Source: an optimization exercise on an open RTL-to-GDS flow (aim: small area). Production flows keep margins and buffers that such runs may drop. In this exercise RTL edits were held to simulation tests only and were not proved equivalent to the original.

## amber
==> flow/design.v <==
module cda_bit (
   input  logic clk,
   input  logic hs,            
   input  logic ws_n, fs_n,    
   input  logic w_n, f_n,      
   output logic d
);
   logic q, z;
   cda_oai22 u_z (.a1(ws_n), .a2(w_n), .b1(fs_n), .b2(f_n), .y(z));
   cda_ao21  u_d (.a1(hs), .a2(q), .b(z), .y(d));
   always_ff @(posedge clk) q <= d;
endmodule
module cda_oai22 (
   input  logic a1, a2, b1, b2,
   output logic y
);
   assign y = ~((a1 | a2) & (b1 | b2));
endmodule
module cda_ao21 (
   input  logic a1, a2, b,
   output logic y
);
   assign y = (a1 & a2) | b;
endmodule
module cda_nor2 (
   input  logic a, b,
   output logic y
);
   assign y = ~(a | b);
endmodule
module cda_nand2 (
   input  logic a, b,
   output logic y
);
   assign y = ~(a & b);
endmodule
module cda_inv (
   input  logic a,
   output logic y
);
   assign y = ~a;
endmodule
module cda_byte (
   input  logic       clk,
   input  logic       wl_n,    
   input  logic       wb_n,    
   input  logic       fl,      
   input  logic       cf,      
   input  logic [7:0] w_n,     
   input  logic [7:0] f_n,     
   output logic [7:0] d        
);
   logic ws, ws_n, fs_n, hs;
   cda_nor2  u_ws  (.a(wl_n), .b(wb_n), .y(ws));
   cda_inv   u_wsn (.a(ws), .y(ws_n));
   cda_nand2 u_fsn (.a(fl), .b(ws_n), .y(fs_n));
   cda_nor2  u_hs  (.a(cf), .b(ws), .y(hs));
   for (genvar i = 0; i < 8; i++) begin : g_bit
      cda_bit u_bit (.clk(clk), .hs(hs), .ws_n(ws_n), .fs_n(fs_n), .w_n(w_n[i]), .f_n(f_n[i]),
                     .d(d[i]));
   end
endmodule
module cda_nand4 (
   input  logic a, b, c, d,
   output logic y
);
   assign y = ~(a & b & c & d);
endmodule
module cda_or5 (
   input  logic [4:0] y,
   output logic       o
);
   assign o = |y;
endmodule
module cda_rdbit (
   input  logic [16:0] s,
   input  logic [16:0] d,
   output logic        o
);
   logic [16:0] n;
   logic [4:0]  y;
   for (genvar i = 0; i < 17; i++) begin : g_n
      cda_nand2 u_n (.a(s[i]), .b(d[i]), .y(n[i]));
   end
   for (genvar g = 0; g < 4; g++) begin : g_or
      cda_nand4 u_or (.a(n[4*g]), .b(n[4*g+1]), .c(n[4*g+2]), .d(n[4*g+3]), .y(y[g]));
   end
   cda_inv u_h (.a(n[16]), .y(y[4]));
   cda_or5 u_o (.y(y), .o(o));
endmodule
module cache_data_array #(
   parameter int unsigned LINE_BITS = 128,
   parameter int unsigned WORD_BITS = 16,
   parameter int unsigned SETS      = 8,
   parameter int unsigned WAYS      = 2,
   localparam int unsigned WORDS = LINE_BITS / WORD_BITS,
   localparam int unsigned OFF_W = (WORDS > 1) ? $clog2(WORDS) : 1,
   localparam int unsigned SET_W = $clog2(SETS),
   localparam int unsigned WAY_W = (WAYS > 1) ? $clog2(WAYS) : 1,
   localparam int unsigned BE_W  = WORD_BITS / 8
) (
   input  logic                 clk,
   input  logic                 rst_n,
   output logic                 ready,
   input  logic                 rd_en,
   input  logic [SET_W-1:0]     rd_set,
   input  logic [WAY_W-1:0]     rd_way,
   output logic                 rd_valid,
   output logic [LINE_BITS-1:0] rd_line,
   output logic                 rd_dirty,
   input  logic                 wr_en,
   input  logic [SET_W-1:0]     wr_set,
   input  logic [WAY_W-1:0]     wr_way,
   input  logic [OFF_W-1:0]     wr_offset,
   input  logic [BE_W-1:0]      wr_byte_en,
   input  logic [WORD_BITS-1:0] wr_word,
   input  logic                 fill_en,
   input  logic [SET_W-1:0]     fill_set,
   input  logic [WAY_W-1:0]     fill_way,
   input  logic [LINE_BITS-1:0] fill_line
);
   localparam int unsigned LINES  = SETS * WAYS;
   localparam int unsigned BYTES  = LINE_BITS / 8;
   localparam int unsigned WBYTES = WORD_BITS / 8;
   localparam int unsigned RDN    = LINES + 1;
   localparam logic [WAY_W-1:0] WAY_MASK = WAY_W'(WAYS - 1);
   logic                 ready_q;
   logic [SET_W-1:0]     cnt_q;
   logic                 rd_valid_q;
   logic                 rd_dirty_q;
   logic [LINE_BITS-1:0] rd_line_q;
   logic [LINE_BITS-1:0] data_d  [LINES];
   logic [LINES-1:0]     dirty_q;
   logic [LINES-1:0]     dirty_d;
   logic                 run;
   logic [LINES-1:0]     clr_l, fill_l, wr_l, rd_l;
   logic [BYTES-1:0]     wr_b;
   logic                 rd_hold;
   assign run = rst_n & ready_q;
   always_comb begin
      for (int unsigned l = 0; l < LINES; l++) begin
         clr_l[l]  = rst_n & ~ready_q & (cnt_q == SET_W'(l / WAYS));
         fill_l[l] = run & fill_en & (fill_set == SET_W'(l / WAYS)) &
                     ((fill_way & WAY_MASK) == WAY_W'(l % WAYS));
         wr_l[l]   = run & wr_en & (wr_set == SET_W'(l / WAYS)) &
                     ((wr_way & WAY_MASK) == WAY_W'(l % WAYS));
         rd_l[l]   = run & rd_en & (rd_set == SET_W'(l / WAYS)) &
                     ((rd_way & WAY_MASK) == WAY_W'(l % WAYS));
      end
      for (int unsigned b = 0; b < BYTES; b++)
         wr_b[b] = (wr_offset == OFF_W'(b / WBYTES)) & wr_byte_en[b % WBYTES];
      rd_hold = rst_n & ~(ready_q & rd_en);
   end
   for (genvar l = 0; l < LINES; l++) begin : g_line
      for (genvar b = 0; b < BYTES; b++) begin : g_byte
         cda_byte u_byte (
            .clk (clk),
            .wl_n(~wr_l[l]),
            .wb_n(~wr_b[b]),
            .fl  (fill_l[l]),
            .cf  (clr_l[l] | fill_l[l]),
            .w_n (~wr_word[(b % WBYTES)*8 +: 8]),
            .f_n (~fill_line[b*8 +: 8]),
            .d   (data_d[l][b*8 +: 8])
         );
      end
      assign dirty_d[l] = (wr_l[l] & (wr_byte_en != '0)) |
                          (dirty_q[l] & ~(clr_l[l] | fill_l[l]));
   end
   logic [RDN-1:0] rd_s;
   assign rd_s = {rd_hold, rd_l};
   logic [LINE_BITS-1:0] rd_line_d;
   for (genvar i = 0; i < LINE_BITS; i++) begin : g_rd
      logic [RDN-1:0] dv;
      always_comb begin
         for (int unsigned l = 0; l < LINES; l++) dv[l] = data_d[l][i];
         dv[LINES] = rd_line_q[i];
      end
      cda_rdbit u_rd (.s(rd_s), .d(dv), .o(rd_line_d[i]));
   end
   logic rd_dirty_d;
   always_comb begin
      rd_dirty_d = rd_hold & rd_dirty_q;
      for (int unsigned l = 0; l < LINES; l++) rd_dirty_d = rd_dirty_d | (rd_l[l] & dirty_d[l]);
   end
   always_ff @(posedge clk) begin
      ready_q    <= rst_n & (ready_q | (cnt_q == SET_W'(SETS - 1)));
      cnt_q      <= rst_n ? cnt_q + SET_W'(1) : '0;
      rd_valid_q <= run & rd_en;
      rd_line_q  <= rd_line_d;
      rd_dirty_q <= rd_dirty_d;
      dirty_q    <= dirty_d;
   end
   assign ready    = ready_q;
   assign rd_valid = rd_valid_q;
   assign rd_line  = rd_line_q;
   assign rd_dirty = rd_dirty_q;
endmodule
export LEC_CHECK = 0
export CAP_MARGIN = 20
export CELL_PAD_IN_SITES_DETAIL_PLACEMENT = 1
export CORE_MARGIN = 2
export CORE_UTILIZATION = 40
export GPL_TIMING_DRIVEN = 0
export PLACE_DENSITY = 0.5
export SLEW_MARGIN = 20
export SYNTH_HIERARCHICAL = 1
export SYNTH_MINIMUM_KEEP_SIZE = 0
create_clock -name core_clock -period 5.0 [get_ports {clk}]
standard.sh (not shown) runs the stock make flow with config.mk's settings and CLKGATE_MAP_FILE= SYNTH_SCRIPT=/design/flow/synth_recipe.tcl, a recipe that flattens the netlist after the stock synthesis.
==> flow/flow/run.sh <==
#!/bin/bash
# The standard layout (standard.sh, unchanged synthesis, floorplan, power grid and routing),
# with two settings passed to its steps through the environment:
#  - clock tree synthesis without dummy loads and with larger leaf clusters of smaller buffers;
#  - the port buffers use the smallest buffer cell (the resizer can still upsize them).
set -uo pipefail
export CTS_ARGS="-sink_clustering_enable -repair_clock_nets -dont_use_dummy_load -sink_clustering_size 30 -sink_clustering_max_diameter 80 -buf_list {sky130_fd_sc_hd__clkbuf_8 sky130_fd_sc_hd__clkbuf_16}"
export BUFFER_PORTS_ARGS="-buffer_cell sky130_fd_sc_hd__buf_1"
bash standard.sh > standard.log 2>&1
rc=$?
# Keep each ORFS step's full log beside the run.
mkdir -p logs_orfs
cp -r orfs/logs/. logs_orfs/ 2>/dev/null
exit $rc
amber: PASS, flow complete, no timing, DRC or antenna violations
Modified inputs, cedar compared to amber
diff --git a/flow/flow/run.sh b/flow/flow/run.sh
--- a/flow/flow/run.sh
+++ b/flow/flow/run.sh
@@ -5,5 +5,5 @@
 #  - the port buffers use the smallest buffer cell (the resizer can still upsize them).
 set -uo pipefail
-export CTS_ARGS="-sink_clustering_enable -repair_clock_nets -dont_use_dummy_load -sink_clustering_size 30 -sink_clustering_max_diameter 80 -buf_list {sky130_fd_sc_hd__clkbuf_8 sky130_fd_sc_hd__clkbuf_16}"
+export CTS_ARGS="-sink_clustering_enable -repair_clock_nets -dont_use_dummy_load -sink_clustering_size 16 -sink_clustering_max_diameter 50 -buf_list {sky130_fd_sc_hd__clkbuf_8}"
 export BUFFER_PORTS_ARGS="-buffer_cell sky130_fd_sc_hd__buf_1"
 bash standard.sh > standard.log 2>&1
diff --git a/flow/config.mk b/flow/config.mk
--- a/flow/config.mk
+++ b/flow/config.mk
@@ -6,5 +6,5 @@
 export NUM_CORES = 4
 export LEC_CHECK = 0
-export CAP_MARGIN = 20
+export CAP_MARGIN = 10
 export CELL_PAD_IN_SITES_DETAIL_PLACEMENT = 1
 export CORE_MARGIN = 2
@@ -12,5 +12,5 @@
 export GPL_TIMING_DRIVEN = 0
 export PLACE_DENSITY = 0.5
-export SLEW_MARGIN = 20
+export SLEW_MARGIN = 10
 export SYNTH_HIERARCHICAL = 1
 export SYNTH_MINIMUM_KEEP_SIZE = 0
Findings:
- amber → cedar: area used by multi-input combinational logic barely changed; share of final-layout standard cells stronger than drive strength 1 +0.86 points; number of port buffers level.
- The path depth of the worst reg2reg path reported for cedar is smaller than that of amber by 1.
- In the flow results for cedar and amber, the post-detailed-placement half-perimeter wirelength is smaller on cedar.
- Layout buffer count excluding clock buffers was higher in the run labelled amber.
- Compared with amber, in cedar initial antenna violation count shows a reduction of 1; layout buffering overhead excluding clock cells shows a reduction of 0.74 points; wire length of the first global-routing pass shows no meaningful change.

[separate check: timing with driven ports]
How much do the figures lean on ideal ports? The routed layouts below were timed once more, with nothing changed but the port constraints. Step 1 sets driving cells, clkbuf_16 on the clock port and buf_2 on the other inputs (assumed; they add their load-dependent delay and slew). Step 2 also shifts input and output timing later by t, the mid clock arrival at the registers, as if the neighbouring blocks saw the same clock. Three values: no drivers, after step 1, after step 2; two values: the first two.
| run | t, ns | setup slack, ns | worst setup path at the end | worst register clock-pin slew, ns |
|---|---|---|---|---|
| amber | 0.900 | 0.376 / 0.376 / -0.302 | input to register | 0.12 / 0.12 |
| cedar | 1.149 | 0.351 / 0.351 / -0.351 | input to register | 0.10 / 0.10 |
Met with ideal ports but missed after step 2: setup timing in amber and cedar. For cedar, which loses most, drivers alone change the setup slack by 0.000 ns; drivers and shift together by -0.702 ns.
